What follows belongs to an exercise in optimizing a design on an open flow for small area and a short achievable clock period; a production flow would make more cautious choices. The RTL was checked by simulation tests, not by an equivalence proof against the original design. Power is estimated from default activity; no workload was simulated.

==> flow/design.v <==
package mem_pkg;
  localparam int unsigned DEF_DATA_WIDTH = 32;
  localparam int unsigned DEF_DEPTH      = 64;
  localparam int unsigned DEF_ADDR_WIDTH = 6;
  typedef enum logic [0:0] {
    CLEAR = 1'b0,
    READY = 1'b1
  } state_e;
  function automatic logic byte_parity(input logic [7:0] b);
    byte_parity = ^b;
  endfunction
endpackage
module mem_clear_seq
#(
  parameter int unsigned DEPTH      = mem_pkg::DEF_DEPTH,
  parameter int unsigned ADDR_WIDTH = mem_pkg::DEF_ADDR_WIDTH
) (
  input  logic clock,
  input  logic reset,
  output logic busy,
  output logic clr
);
  logic [ADDR_WIDTH-1:0] cnt_q;
  logic                  last_c;
  logic                  busy_q;
  logic                  done_q;
  assign last_c = (cnt_q == ADDR_WIDTH'(DEPTH - 1));
  always_ff @(posedge clock or negedge reset) begin
    if (!reset) begin
      cnt_q  <= '0;
      busy_q <= 1'b1;
      done_q <= 1'b0;
    end else begin
      cnt_q <= cnt_q + ADDR_WIDTH'(1);
      if (last_c) begin
        busy_q <= 1'b0;
        done_q <= 1'b1;
      end
    end
  end
  assign busy = busy_q;
  assign clr  = ~done_q;
endmodule
module memory_module_param
#(
  parameter int unsigned DATA_WIDTH = mem_pkg::DEF_DATA_WIDTH,
  parameter int unsigned DEPTH      = mem_pkg::DEF_DEPTH,
  parameter int unsigned ADDR_WIDTH = mem_pkg::DEF_ADDR_WIDTH
) (
  input  logic                    clock,
  input  logic                    reset,
  input  logic [DATA_WIDTH-1:0]   data,
  input  logic [ADDR_WIDTH-1:0]   address,
  input  logic                    rE,
  input  logic                    wE,
  input  logic [DATA_WIDTH/8-1:0] byteEn,
  output logic [DATA_WIDTH-1:0]   dataOut,
  output logic                    dataValid,
  output logic                    busy
);
  localparam int unsigned NB = DATA_WIDTH / 8;
  logic                  busy_c;
  logic                  clr_c;
  logic [DATA_WIDTH-1:0] mem_q [DEPTH];
  logic [DATA_WIDTH-1:0] dataOut_q;
  logic                  dataValid_q;
  mem_clear_seq #(
    .DEPTH     (DEPTH),
    .ADDR_WIDTH(ADDR_WIDTH)
  ) u_clear_seq (
    .clock(clock),
    .reset(reset),
    .busy (busy_c),
    .clr  (clr_c)
  );
  logic [7:0]  pa_c, pb_c;
  logic [63:0] sel_n_c;
  logic [63:0] sel_c;
  always_comb begin
    for (int k = 0; k < 8; k++) begin
      pa_c[k] = (address[2:0] == 3'(k));
      pb_c[k] = (address[5:3] == 3'(k));
    end
  end
  for (genvar w = 0; w < 64; w++) begin : g_sel
    mem_nand2 u_seln (.a(pa_c[w%8]), .b(pb_c[w/8]), .y(sel_n_c[w]));
    mem_inv   u_sel  (.a(sel_n_c[w]), .y(sel_c[w]));
  end
  logic [NB-1:0] be_c;
  logic [NB-1:0] be_n_c;
  always_comb begin
    for (int b = 0; b < NB; b++) begin
      be_c[b]   = wE & byteEn[b] & ~clr_c;
      be_n_c[b] = ~be_c[b];
    end
  end
  for (genvar w = 0; w < 64; w++) begin : g_word
    for (genvar b = 0; b < NB; b++) begin : g_byte
      logic wen_c, hold_c;
      mem_nor2  u_wen  (.a(sel_n_c[w]), .b(be_n_c[b]), .y(wen_c));
      assign hold_c = ~((sel_c[w] & be_c[b]) | clr_c);
      for (genvar j = 0; j < 8; j++) begin : g_bit
        logic d_c;
        mem_bit_sel u_sel (
          .a1(wen_c),
          .a2(data[8*b+j]),
          .b1(hold_c),
          .b2(mem_q[w][8*b+j]),
          .y (d_c)
        );
        always_ff @(posedge clock) mem_q[w][8*b+j] <= d_c;
      end
    end
  end
  logic [DATA_WIDTH-1:0] rd_c;
  for (genvar i = 0; i < DATA_WIDTH; i++) begin : g_rd
    logic [21:0] p_n;
    logic [5:0]  q_c;
    logic [1:0]  r_n;
    for (genvar g = 0; g < 21; g++) begin : g_grp
      mem_rd_aoi u_aoi (
        .a1(sel_c[3*g]),   .a2(mem_q[3*g][i]),
        .b1(sel_c[3*g+1]), .b2(mem_q[3*g+1][i]),
        .c1(sel_c[3*g+2]), .c2(mem_q[3*g+2][i]),
        .y (p_n[g])
      );
    end
    mem_nand2 u_p63 (.a(sel_c[63]), .b(mem_q[63][i]), .y(p_n[21]));
    mem_nand4 u_q0 (.a(p_n[0]),  .b(p_n[1]),  .c(p_n[2]),  .d(p_n[3]),  .y(q_c[0]));
    mem_nand4 u_q1 (.a(p_n[4]),  .b(p_n[5]),  .c(p_n[6]),  .d(p_n[7]),  .y(q_c[1]));
    mem_nand4 u_q2 (.a(p_n[8]),  .b(p_n[9]),  .c(p_n[10]), .d(p_n[11]), .y(q_c[2]));
    mem_nand4 u_q3 (.a(p_n[12]), .b(p_n[13]), .c(p_n[14]), .d(p_n[15]), .y(q_c[3]));
    mem_nand3 u_q4 (.a(p_n[16]), .b(p_n[17]), .c(p_n[18]), .y(q_c[4]));
    mem_nand3 u_q5 (.a(p_n[19]), .b(p_n[20]), .c(p_n[21]), .y(q_c[5]));
    assign r_n[0] = ~(q_c[0] | q_c[1] | q_c[2]);
    assign r_n[1] = ~(q_c[3] | q_c[4] | q_c[5]);
    mem_nand2 u_rd (.a(r_n[0]), .b(r_n[1]), .y(rd_c[i]));
  end
  always_ff @(posedge clock) begin
    dataOut_q <= rd_c;
  end
  always_ff @(posedge clock or negedge reset) begin
    if (!reset) dataValid_q <= 1'b0;
    else        dataValid_q <= rE & ~clr_c;
  end
  assign dataOut   = dataOut_q;
  assign dataValid = dataValid_q;
  assign busy      = busy_c;
endmodule
module mem_bit_sel (
  input  logic a1, a2, b1, b2,
  output logic y
);
  assign y = (a1 & a2) | (b1 & b2);
endmodule
module mem_rd_aoi (
  input  logic a1, a2, b1, b2, c1, c2,
  output logic y
);
  assign y = ~((a1 & a2) | (b1 & b2) | (c1 & c2));
endmodule
module mem_a21oi (
  input  logic a1, a2, b1,
  output logic y
);
  assign y = ~((a1 & a2) | b1);
endmodule
module mem_inv (
  input  logic a,
  output logic y
);
  assign y = ~a;
endmodule
module mem_nand2 (
  input  logic a, b,
  output logic y
);
  assign y = ~(a & b);
endmodule
module mem_nand3 (
  input  logic a, b, c,
  output logic y
);
  assign y = ~(a & b & c);
endmodule
module mem_nand4 (
  input  logic a, b, c, d,
  output logic y
);
  assign y = ~(a & b & c & d);
endmodule
module mem_nor2 (
  input  logic a, b,
  output logic y
);
  assign y = ~(a | b);
endmodule
module mem_nor3 (
  input  logic a, b, c,
  output logic y
);
  assign y = ~(a | b | c);
endmodule
==> flow/run.sh <==
#!/bin/bash
# synth_recipe.tcl (not shown) runs the flow's synth.tcl, then flattens the netlist and writes it again
# the make line also repeats each setting of config.mk as NAME=value (left out here)
make -C /OpenROAD-flow-scripts/flow DESIGN_CONFIG=/design/flow/config.mk WORK_HOME=/design/flow/orfs CLKGATE_MAP_FILE= SYNTH_SCRIPT=/design/flow/synth_recipe.tcl finish
==> flow/config.mk <==
export PLATFORM = sky130hd
export DESIGN_NAME = memory_module_param
export DESIGN_NICKNAME = memory_module_param
export VERILOG_FILES = /design/flow/design.v
export SDC_FILE = /design/flow/constraint.sdc
export NUM_CORES = 4
export LEC_CHECK = 0
export CAP_MARGIN = 20
export CORE_MARGIN = 2
export CORE_UTILIZATION = 40
export CTS_BUF_LIST = sky130_fd_sc_hd__clkbuf_8
export CTS_CLUSTER_DIAMETER = 60
export CTS_CLUSTER_SIZE = 16
export GPL_TIMING_DRIVEN = 0
export PLACE_DENSITY = 0.5
export SETUP_SLACK_MARGIN = 1.6
export SLEW_MARGIN = 20
export SYNTH_HIERARCHICAL = 1
export SYNTH_MINIMUM_KEEP_SIZE = 0
==> flow/constraint.sdc <==
create_clock -name core_clock -period 4.0 [get_ports {clock}]
set_input_delay 0.8000 -clock core_clock [delete_from_list [all_inputs] [get_ports {clock}]]
set_output_delay 0.8000 -clock core_clock [all_outputs]
set_load 0.01 [all_outputs]
==> key figures <==
Status
  • Status: complete, no violations

Floorplanning
  • Initial Util: 40.34%
  • Num rows: 155
  • CORE AREA: 179000 sq um
  • Number of I/O pins: 80
  • Die height: ~430 um
  • Die area: 183900 sq um
  • Die width: around 430 um

Yosys
  • Mean Syn Cell Area: approximately 12 sq um
  • Seq/Total Area, Yosys: 57.98%
  • Synth Cell Area: roughly 72000 sq um
  • Syn. warnings: 10
  • Synth cell types: 26
  • Mapped Cells: between 5000 and 6000
  • Syn Nets: roughly 5900
  • Seq cells post-synth: 2089

Route
  • DRC violations left: 0
  • Initial DRC count: approximately 10000
  • DR vias: 64958
  • Drt total wl: about 340000 um
  • Vias per inst: 6.973
  • Drt wl/cell: 36.28 um
  • Post-detailed-route count of antenna-violating nets: 0
  • Pre-antenna DRT Iters: 10

CTS
  • Skew-Pair Late Insertion Delay: a little over 1000 ps
  • H-tree depth: 4
  • CTS tree: built
  • CTS Hold Bufs: 0
  • Clk sinks: 2089
  • Clock buffer depth: 3
  • CTS Buf Count: between 150 and 200
  • Worst-path clk slew: 100 ps
  • Clk root buf: clkbuf_8

STA
  • Setup_tns: 0 ps
  • RSZ-0062 raised after global routing: yes
  • Final clock skew: 52.84 ps
  • Min cycle time layout: 2755 ps
  • Measured slew at the worst slew-check pin: 1075 ps
  • Post-route clock period utilization: 68.88%
  • Peak Freq: 363.0 MHz
  • Finish-stage setup viols: 0
  • Final Slew Violations: 0
  • Fin. Hold Viols: 0
  • Hold_ws: ~110 ps
  • Setup ws final: 1245 ps
  • Headroom to the max-slew limit: about 28%

Setup path
  • Crit path DAT: approximately 3600 ps
  • Crit start category: input port
  • Critical Path RT: 4800 ps
  • CP Capture Type: flip-flop
  • Critical path class: in -> reg
  • Worst-path fanout max: 8

Placed design
  • Dpl ws: -2610 ps
  • DP Wirelength: around 200000 um
  • Port Buf Inserts: 74
  • RD Place Congestion: 0.8588

GRT
  • Overall Global Routing Usage: 34.71%
  • First-pass GRT wire length: 464000 um
  • Vias in the first global route: 60656
  • Initial antenna violation count: 14
  • GRT overflow: 0
  • Largest net degree at the start of global routing: 50

Finish
  • Fin nets: 6882
  • Layout cells sized above 1: between 20% and 30%
  • Multi-input gate area: 31270 sq um
  • Highest-count cells in the layout ignoring fill and taps: dfxtp_1, a22o_1, a222oi_1
  • Fillcell total: 16105
  • Area grow syn2layout: 22.79%
  • Most common cell after layout, fill and taps aside: dfxtp_1
  • Register area: 41870 sq um

Power
  • VDD IR max: roughly 0.00026 V
  • Overall power: 34.39 mW
  • Power per cell area: just under 400 nW/um^2
  • Leakage power: 32.93 nW

Min path
  • Worst min-delay path class: in -> async

Flow run
  • Max Cap Viol: 0
## layout make-up
cell class                 count  area share (%)
sequential                  2089           47.22
multi-input combinational   3650           35.26
timing repair buffer         729           8.772
tap                         2355           3.323
clock buffer                 180           2.794
buffer                        86          0.8297
clock inverter                79          0.7578
inverter                      66          0.5447
timing repair inverter        48          0.4064
antenna                       33         0.09313
## report_power, final
| part | switching [mW] | total (mW) | leakage, nW | internal (mW) |
|---|---|---|---|---|
| logic | 1.01 | 1.38 | 14.4 | 0.365 |
| clock network | 7.56 | 12.2 | 1.63 | 4.67 |
| registers | 0 | 20.8 | 16.9 | 20.8 |
| total | 8.57 | 34.4 | 32.9 | 25.8 |
## Yosys cell counts (all sizes together)
library cell / count / share of area (%)
a222oi: 672 / 9.3
a22o: 2048 / 25
a31oi: 256 / 2.2
and2: 1 / 0.0087
and3: 3 / 0.026
and3b: 6 / 0.073
buf: 76 / 0.92
clkbuf: 10 / 0.052
dfrtp: 8 / 0.28
dfstp: 1 / 0.036
dfxtp: 2080 / 58
ha: 1 / 0.017
inv: 66 / 0.34
nand2: 130 / 0.68
nand3: 67 / 0.47
nand3b: 4 / 0.042
nand4: 128 / 1.1
nor2: 257 / 1.3
nor2b: 1 / 0.0087
nor3: 66 / 0.46
nor3b: 6 / 0.062
xnor2: 2 / 0.024
xor2: 2 / 0.024
## per-module statistics from Yosys (local to each module, per instance), a selection
module               cell area, sq um  copies in the design  cells inside  flops+latches
mem_nand4                       6.256                   128             1              0
mem_rd_aoi                      10.01                   672             1              0
mem_bit_sel                     8.758                  2048             1              0
mem_nor2                        3.754                   256             1              0
memory_module_param             44440                     1          2508           2081
mem_inv                         3.754                    64             1              0
mem_nand3                       5.005                    64             1              0
mem_nand2                       3.754                   128             1              0
## per-layer routing
metal  up-vias  part of all wire, %  GRT usage (%)
met5         -                0.020              0
met4         6                  6.3          18.76
met3       777                   10          7.402
met2      4118                   44          52.75
met1     32611                   40          46.03
li1      27446                    -              -
## through the flow
stage / cells / util (%) / area [sq um]
floorplan: 5891 / - / 72590
global placement: 8320 / 42.61 / 76270
detailed placement: 8385 / 43.34 / 77580
CTS: 9152 / 48.53 / 86870
global route: 9310 / 49.53 / 88650
finish: 9315 / 49.53 / 88670
## kinds of logic after synthesis
logic type	share of synthesized area, %
AND/OR/NAND/NOR	4.273
flip-flops	57.98
AO/OA/AOI/OAI	36.37
buffers and inverters	1.312
XOR/XNOR	0.04852
adder cells (fa/ha/maj)	0.01732
## repair_timing
| action | CTS | global route |
|---|---|---|
| buffers inserted | 459 | 125 |
| gates resized for setup | 484 | 169 |
| pin swaps | 202 | 182 |
| gates cloned | 49 | 5 |
| endpoints found under the setup margin | 2114 | 599 |
## worst max-delay path: stages
cell and delay [ps]:
buf_12 120, and3b_4 270, buf_12 140, nand2_8 90, clkinvlp_4 190, a222oi_1 700
nand4_1 460, nor3_4 530, nand2_4 200
## registers in the layout, summed over array words and instances, names as in the netlist
signal,flops
dataOut_q,32
dataValid_q,1
u_clear_seq.done_q,1
u_clear_seq.cnt_q,6
mem_q,2048
u_clear_seq.busy_q,1
## final timing paths
path	startpoint	endpoint	slack, ps	cells after the start
setup / recovery	address[5]	dataOut_q[19]	1240	9
hold / removal	reset	u_clear_seq.cnt_q[2]	110	1
setup reg to reg	u_clear_seq.done_q	mem_q[53][27]	1520	5
hold reg to reg	u_clear_seq.done_q	u_clear_seq.done_q	460	2
max in group asynchronous	reset	u_clear_seq.busy_q	3560	1
min in group core_clock	data[9]	mem_q[56][9]	280	2

re-timing with driven ports:
How much do the figures lean on ideal ports? The routed layout below was timed once more, with nothing changed but the port constraints. Step 1 assumes that a clkbuf_16 drives the clock port and a buf_2 every other input. Step 2 adds t to the input delays and takes it off the output delays; t is the mean of the earliest and latest rising clock arrival at the registers after step 1. Input paths then give back, and output paths get back, about the clock's delay inside the block. Slacks: ideal / step 1 / step 2; pairs: ideal / step 1.
t, ns: 1.067
slack for setup (ns): 1.245 / 1.170 / 0.103
worst setup path at the end: input to register
latest minus earliest clock arrival (ns): 0.067 / 0.067
After both steps this run still meets setup and hold. The setup slack of this run moves by -0.075 ns with the drivers and by -1.142 ns with both steps.
